Background: an optimization exercise with open tools, aiming at small area, a short achievable clock period and few clock cycles per item. Do not read the settings as production practice. No functional check of the RTL was part of this run.

==> flow/design.v <==
`default_nettype none
package wl_pkg;
  localparam logic [1:0] FMT_GRAY  = 2'd0;
  localparam logic [1:0] FMT_RGB16 = 2'd1;
  localparam logic [1:0] FMT_RGB8  = 2'd2;
  localparam logic [1:0] FMT_RGBA8 = 2'd3;
  localparam logic [1:0] REG_FORMAT = 2'd0;
  localparam logic [1:0] REG_LOW    = 2'd1;
  localparam logic [1:0] REG_HIGH   = 2'd2;
  localparam int RW = 32;
endpackage
`default_nettype wire
`default_nettype none
module wl_div_stage (
  input  wire logic clk,
  input  wire logic en,
  input  wire logic [wl_pkg::RW-1:0] den,
  input  wire logic [wl_pkg::RW-1:0] r_in,
  input  wire logic [7:0] xq_in,
  output logic [wl_pkg::RW-1:0] r_out,
  output logic [7:0] xq_out
);
  localparam int RW = wl_pkg::RW;
  logic [RW:0] t;
  logic [RW+1:0] d;
  logic ge;
  always_comb begin
    t = {r_in, xq_in[7]};
    d = {1'b0, t} - {2'b0, den};
    ge = !d[RW+1];
  end
  always_ff @(posedge clk) begin
    if (en) begin
      r_out <= ge ? d[RW-1:0] : t[RW-1:0];
      xq_out <= {xq_in[6:0], ge};
    end
  end
endmodule
`default_nettype wire
`default_nettype none
module window_level_to_rgb8 (
  input  wire logic clk,
  input  wire logic rst,
  input  wire logic cfg_we,
  input  wire logic [1:0] cfg_index,
  input  wire logic [31:0] cfg_data,
  input  wire logic pix_in_valid,
  output logic pix_in_ready,
  input  wire logic [32+16*3+8-1:0] pix_in_data,
  output logic pix_out_valid,
  input  wire logic pix_out_ready,
  output logic [31:0] pix_out_data
);
  localparam int RW = wl_pkg::RW;
  localparam int NST = 7;
  logic [1:0] fmt;
  logic signed [31:0] lo, hi;
  always_ff @(posedge clk) begin
    if (rst) begin
      fmt <= wl_pkg::FMT_GRAY;
      lo <= '0;
      hi <= 32'sd255;
    end else if (cfg_we) begin
      case (cfg_index)
        wl_pkg::REG_FORMAT: fmt <= cfg_data[1:0];
        wl_pkg::REG_LOW:    lo <= cfg_data;
        wl_pkg::REG_HIGH:   hi <= cfg_data;
        default: ;
      endcase
    end
  end
  logic is_gray, is_rgb16, is_rgb8;
  assign is_gray  = fmt == wl_pkg::FMT_GRAY;
  assign is_rgb16 = fmt == wl_pkg::FMT_RGB16;
  assign is_rgb8  = fmt[1];
  logic dneg, dzero;
  logic signed [32:0] dd;
  logic [RW-1:0] den;
  always_ff @(posedge clk) begin
    dneg <= hi < lo;
    dd <= 33'(hi) - 33'(lo);
    dzero <= dd == '0;
    den <= is_rgb8 ? '1 : RW'(dd[32] ? -dd : dd);
  end
  logic adv;
  assign adv = !pix_out_valid || pix_out_ready;
  logic ivld;
  logic [1:0] iph;
  logic [47:0] ib;
  logic ilast;
  assign ilast = !is_rgb16 || iph == 2'd2;
  assign pix_in_ready = adv && (!ivld || ilast);
  logic [31:0] gs;
  logic [15:0] ri, gi, bi;
  logic [7:0] ai;
  assign {gs, ri, gi, bi, ai} = pix_in_data;
  always_ff @(posedge clk) begin
    if (rst) begin
      ivld <= 1'b0;
    end else if (pix_in_ready) begin
      ivld <= pix_in_valid;
    end
  end
  always_ff @(posedge clk) begin
    if (pix_in_ready) begin
      iph <= '0;
      if (is_gray) ib <= {16'd0, gs};
      else if (is_rgb16) ib <= {ri, gi, bi};
      else ib <= {16'd0, ri[7:0], gi[7:0], bi[7:0], fmt[0] ? ai : 8'd0};
    end else if (adv) begin
      iph <= iph + 2'd1;
      ib <= {ib[31:0], 16'd0};
    end
  end
  logic signed [32:0] v, lo33, hi33;
  logic [RW-1:0] opa, opb;
  logic za, sa;
  assign v = is_gray ? 33'(signed'(ib[31:0])) : {17'd0, ib[47:32]};
  assign lo33 = 33'(lo);
  assign hi33 = 33'(hi);
  always_comb begin
    if (is_rgb8) begin
      opa = ib[31:0];
      opb = '0;
    end else begin
      opa = dneg ? lo : v[31:0];
      opb = dneg ? v[31:0] : lo;
    end
    za = dneg ? (v >= lo33) : (v <= lo33);
    sa = dneg ? (v <= hi33) : (v >= hi33);
  end
  logic [RW-1:0] ea;
  logic vla, lsta, zra, sta;
  always_ff @(posedge clk) begin
    if (adv) begin
      ea <= opa - opb;
      zra <= za;
      sta <= sa;
      lsta <= ilast;
    end
  end
  logic [NST:0][RW-1:0] r;
  logic [NST:0][7:0] xq;
  logic [NST:0] vl, lst, zr, st;
  always_ff @(posedge clk) begin
    if (adv) begin
      if (is_rgb8) begin
        r[0] <= {8'd0, ea[31:8]};
        xq[0] <= ea[7:0];
      end else begin
        r[0] <= ea - {8'd0, ea[31:8]} - RW'(ea[7:0] != 8'd0);
        xq[0] <= -ea[7:0];
      end
      zr[0] <= zra;
      st[0] <= sta;
      lst[0] <= lsta;
    end
  end
  for (genvar k = 0; k < NST; k++) begin : g_div
    wl_div_stage u_div (
      .clk(clk), .en(adv), .den(den),
      .r_in(r[k]), .xq_in(xq[k]),
      .r_out(r[k+1]), .xq_out(xq[k+1])
    );
    always_ff @(posedge clk) begin
      if (adv) begin
        zr[k+1] <= zr[k];
        st[k+1] <= st[k];
        lst[k+1] <= lst[k];
      end
    end
  end
  always_ff @(posedge clk) begin
    if (rst) begin
      vla <= 1'b0;
      vl <= '0;
    end else if (adv) begin
      vla <= ivld;
      vl <= {vl[NST-1:0], vla};
    end
  end
  logic q0;
  logic [7:0] y;
  assign q0 = {r[NST], xq[NST][7]} >= {1'b0, den};
  always_comb begin
    if (dzero) y = 8'd128;
    else if (zr[NST]) y = 8'd0;
    else if (st[NST]) y = 8'd255;
    else y = {xq[NST][6:0], q0};
  end
  always_ff @(posedge clk) begin
    if (adv) begin
      if (is_gray) pix_out_data <= {y, y, y, 8'd0};
      else if (is_rgb16) pix_out_data <= {pix_out_data[23:8], y, 8'd0};
      else pix_out_data <= {r[NST][30:0], xq[NST][7]};
    end
  end
  always_ff @(posedge clk) begin
    if (rst) pix_out_valid <= 1'b0;
    else if (adv) pix_out_valid <= vl[NST] && lst[NST];
  end
endmodule
`default_nettype wire
==> flow/run.sh <==
#!/bin/bash
# synth_recipe.tcl (not shown) runs the flow's synth.tcl, then flattens the netlist and writes it again
# the make line also repeats each setting of config.mk as NAME=value (left out here)
make -C /OpenROAD-flow-scripts/flow DESIGN_CONFIG=/design/flow/config.mk WORK_HOME=/design/flow/orfs CLKGATE_MAP_FILE= SYNTH_SCRIPT=/design/flow/synth_recipe.tcl finish
==> flow/config.mk <==
export PLATFORM = sky130hd
export DESIGN_NAME = window_level_to_rgb8
export DESIGN_NICKNAME = window_level_to_rgb8
export VERILOG_FILES = /design/flow/design.v
export SDC_FILE = /design/flow/constraint.sdc
export NUM_CORES = 4
export LEC_CHECK = 0
export CAP_MARGIN = 20
export CORE_MARGIN = 2
export CORE_UTILIZATION = 40
export PLACE_DENSITY = 0.6
export SLEW_MARGIN = 20
==> flow/constraint.sdc <==
create_clock -name core_clock -period 5.0 [get_ports {clk}]
set_input_delay 1.0000 -clock core_clock [delete_from_list [all_inputs] [get_ports {clk}]]
set_output_delay 1.0000 -clock core_clock [all_outputs]
set_load 0.01 [all_outputs]
==> run notes <==
==> path summary, 6_finish.rpt <==
check                           startpoint                       end  slack (ns)
worst min register to register       xq[2]  g_div[0].u_div.xq_out[3]        0.41
worst min-delay path                 xq[2]  g_div[0].u_div.xq_out[3]        0.41
worst max-delay path                fmt[1]                    ea[30]        0.40
worst max register to register      fmt[1]                    ea[30]        0.40
==> worst max-delay path, stage by stage (launching register included) <==
cell and delay (ns):
dfxtp_4 0.39, nor2_4 0.12, buf_4 0.27, buf_4 0.35
mux2_2 0.42, mux2i_1 0.13, o21ai_0 0.11, ha_1 0.43
a21o_1 0.19, a21oi_1 0.14, o21bai_1 0.10, a21o_1 0.19
a21o_1 0.17, a221o_1 0.35, a31oi_1 0.44, o31ai_1 0.18
or4_1 0.42, nand3_1 0.08
==> kinds of logic after synthesis <==
family	after synthesis	synth area share [%]
AOI/OAI and AO/OA	1339	19.73
and+or+nand+nor	1298	14.12
DFF	605	39.08
adders and majority gates	445	13.22
buffers and inverters	421	3.825
xor gates and xnor gates	285	5.839
muxes	166	4.188
==> sequential cells by signal (all words and copies together) (netlist names), 2 cells and up <==
name and flops:
dd 33, den 32, ea 32, fmt 2, g_div.u_div.r_out 224, g_div.u_div.xq_out 56, hi 32, ib 48
iph 2, lo 32, lst 8, pix_out_data 32, r 32, st 8, vl 8, xq 8
zr 8
==> cells in the mapped netlist (53+ instances only) <==
master	count	area [sq um]
edfxtp_1	459	13780
nand2_1	545	2046
nand4_1	58	362.9
xnor2_1	161	1410
clkbuf_1	134	503.0
o21a_1	53	397.9
nor2_1	287	1077
nand3_1	84	420.4
nand2b_1	54	337.8
ha_1	434	5430
inv_1	258	968.4
mux2_2	103	1160
a21oi_1	411	2057
xor2_1	124	1086
a21o_1	175	1314
o21ai_0	323	1617
mux2i_1	63	630.6
dfxtp_1	146	2923
==> cell type report <==
cell class | instances | area (sq um) | area share, %
flip-flops and latches | 605 | 16710 | 34.40
multi-input cells | 3533 | 24460 | 50.35
clock buffers | 101 | 2086 | 4.293
well taps | 1391 | 1740 | 3.582
clock inverters | 33 | 462.9 | 0.9528
inverters | 260 | 985.9 | 2.029
repair buffers | 227 | 2137 | 4.398
==> metal layers <==
metal	track usage, %	part of all wire, %
met5	0	0
met4	8.324	3.9
met3	2.713	3.6
met2	39.61	50
met1	26.07	42
==> tab_implementation.tex <==
\begin{tabular}{lr}
\hline
Metric & Value \\
\hline
\multicolumn{2}{l}{\textbf{Clock tree}} \\
\quad Number of cells upsized or downsized after cts & 0 \\
\quad Clock insertion delay at the later pin of the skew report & 0.67 ns \\
\quad Buffer depth of the longest clock path & 3 \\
\quad Sinks on the clock net & 605 \\
\quad Number of buffers created by CTS & 73 \\
\quad Post-CTS setup buffer count & 0 \\
\quad Root buffer cell & clkbuf\_16 \\
\quad CTS tree & built \\
\quad Total of hold buffers inserted after clock tree synthesis & 0 \\
\quad Clk slew on worst S/H paths & 0.07 ns \\
\quad H-tree depth reported by CTS & 3 \\
\multicolumn{2}{l}{\textbf{Floorplan}} \\
\quad Initial core utilization & 40.44\% \\
\quad Number of rows created at floorplan & 119 \\
\quad Die Height & 330.9 um \\
\quad Area enclosed by the die boundary & 109500 sq um \\
\quad I/O pin count & 161 \\
\quad Die width & 330.9 um \\
\quad Core region area & 105700 sq um \\
\multicolumn{2}{l}{\textbf{Job}} \\
\quad Max-cap check violation count & 0 \\
\multicolumn{2}{l}{\textbf{Logic synthesis}} \\
\quad Yosys reg bits & 605 \\
\quad Number of enable-type register cells in the synthesized netlist & 459 \\
\quad Async SR Flop Fraction & 0\% \\
\quad Mapped Avg Cell Area & 9.377 sq um \\
\quad Post-Synthesis Cell Area & 42750 sq um \\
\quad Synthesized netlist cell count & 4559 \\
\quad Cell variety after synth & 94 \\
\quad Synth Warn \# & 2 \\
\quad Share of the yosys chip area belonging to registers & 39.08\% \\
\quad Commonest register cell after synthesis & edfxtp\_1 \\
\quad Post-synthesis net count & 5131 \\
\multicolumn{2}{l}{\textbf{Timing}} \\
\quad Slew at the pin closest to its max-slew limit & 1.044 ns \\
\quad Setup repair after global routing missed its margin & false \\
\quad Worst clock skew & 0.03239 ns \\
\quad Number of pins with negative max-slew slack in the final report & 0 \\
\quad Relative slew margins & 30.38\% \\
\quad Final hold slack & 0.4125 ns \\
\quad Number of setup violations in the final report & 0 \\
\quad Worst Setup Slack, final & 0.3981 ns \\
\quad Final critical delay including setup and external delays & 4.602 ns \\
\quad Share of the cycle needed by the critical path after routing & 92.04\% \\
\quad Setup TNS Final & 0 ns \\
\quad Highest clock rate & 217.3 MHz \\
\quad Final hold violations & 0 \\
\multicolumn{2}{l}{\textbf{Placement}} \\
\quad Weighted congestion at the end of routability-driven global placement & 0.9203 \\
\quad Total cell area at the placement stage & 46040 sq um \\
\quad Placed wire-length estimate & 93.28 mm \\
\quad Worst-case setup slack after placement & 0.4184 ns \\
\quad Number of cells in the design after placement & 6016 \\
\quad Number of buffers added on ports & 160 \\
\multicolumn{2}{l}{\textbf{Worst setup path}} \\
\quad Category of the most critical setup path & register to register \\
\quad Arrival time at the worst endpoint & 5.14 ns \\
\quad Required time reported for the critical path endpoint & 5.54 ns \\
\quad Peak fanout along the critical path & 25 \\
\quad CP endpoint kind & register \\
\quad Worst R2R Path Depth & 17 \\
\quad Startpoint Class & register \\
\multicolumn{2}{l}{\textbf{Routing}} \\
\quad Ratio of routed vias to standard cells & 5.538 \\
\quad Wirelength per Cell & 19.53 um \\
\quad Number of search-and-repair iterations in the first detailed-routing pass & 7 \\
\quad Vias after detailed routing & 34056 \\
\quad Wirelength, routed & 120.1 mm \\
\quad Post-route DRC & 0 \\
\quad Number of antenna-violating nets in the routed design & 0 \\
\quad DRC marker count from the first detailed-route iteration & 1932 \\
\multicolumn{2}{l}{\textbf{Layout}} \\
\quad Final standard cell area without fillers & 48590 sq um \\
\quad Non-filler instance count after layout & 6150 \\
\quad Final-layout fill cell count & 10050 \\
\quad Antenna fix cells & 0 \\
\quad Share of layout cells above drive strength 1 & 7.207\% \\
\quad P\&R area growth vs syn & 13.66\% \\
\quad Most frequent cells in the layout & nand2\_1 (544), edfxtp\_1 (459), ha\_1 (434) \\
\quad Net count of the finished layout & 5272 \\
\quad Final core utilization & 45.96\% \\
\quad Most common cell after layout, fill and taps aside & nand2\_1 \\
\multicolumn{2}{l}{\textbf{GRT}} \\
\quad Number of global-route vias before repair & 33436 \\
\quad Initial antenna violation count & 2 \\
\quad Global routing usage summed across all routing layers & 21.78\% \\
\quad First-pass GRT wire length & 186.0 mm \\
\quad Aggregate global routing overflow & 0 \\
\quad Pin count of the biggest net entering global routing & 138 \\
\multicolumn{2}{l}{\textbf{Hold path}} \\
\quad WHS Path Cells & 0 \\
\quad Hold crit path type & register to register \\
\multicolumn{2}{l}{\textbf{Status}} \\
\quad Run status & finished clean \\
\hline
\end{tabular}

-- re-timing with driven ports --
The results above use ideal ports. As a check the final layout listed here was re-extracted and re-timed, cells and wires unchanged.
Step 1 assumes that a clkbuf_16 drives the clock port and a buf_2 every other input.
Step 2, shift: input delay + t, output delay - t, t = (earliest + latest rising clock arrival at the registers) / 2. This alone moves slack from input paths to output paths.
Slacks: no drivers / after step 1 / after step 2; pairs: no drivers / after step 1.
shift t [ns]: 0.728
setup WS [ns]: 0.398 / 0.398 / 0.398
worst slew at a driven data input, ns: 0.11
After both steps this run still meets setup and hold. For this run, drivers alone change the setup slack by 0.000 ns; drivers and shift together by 0.000 ns.
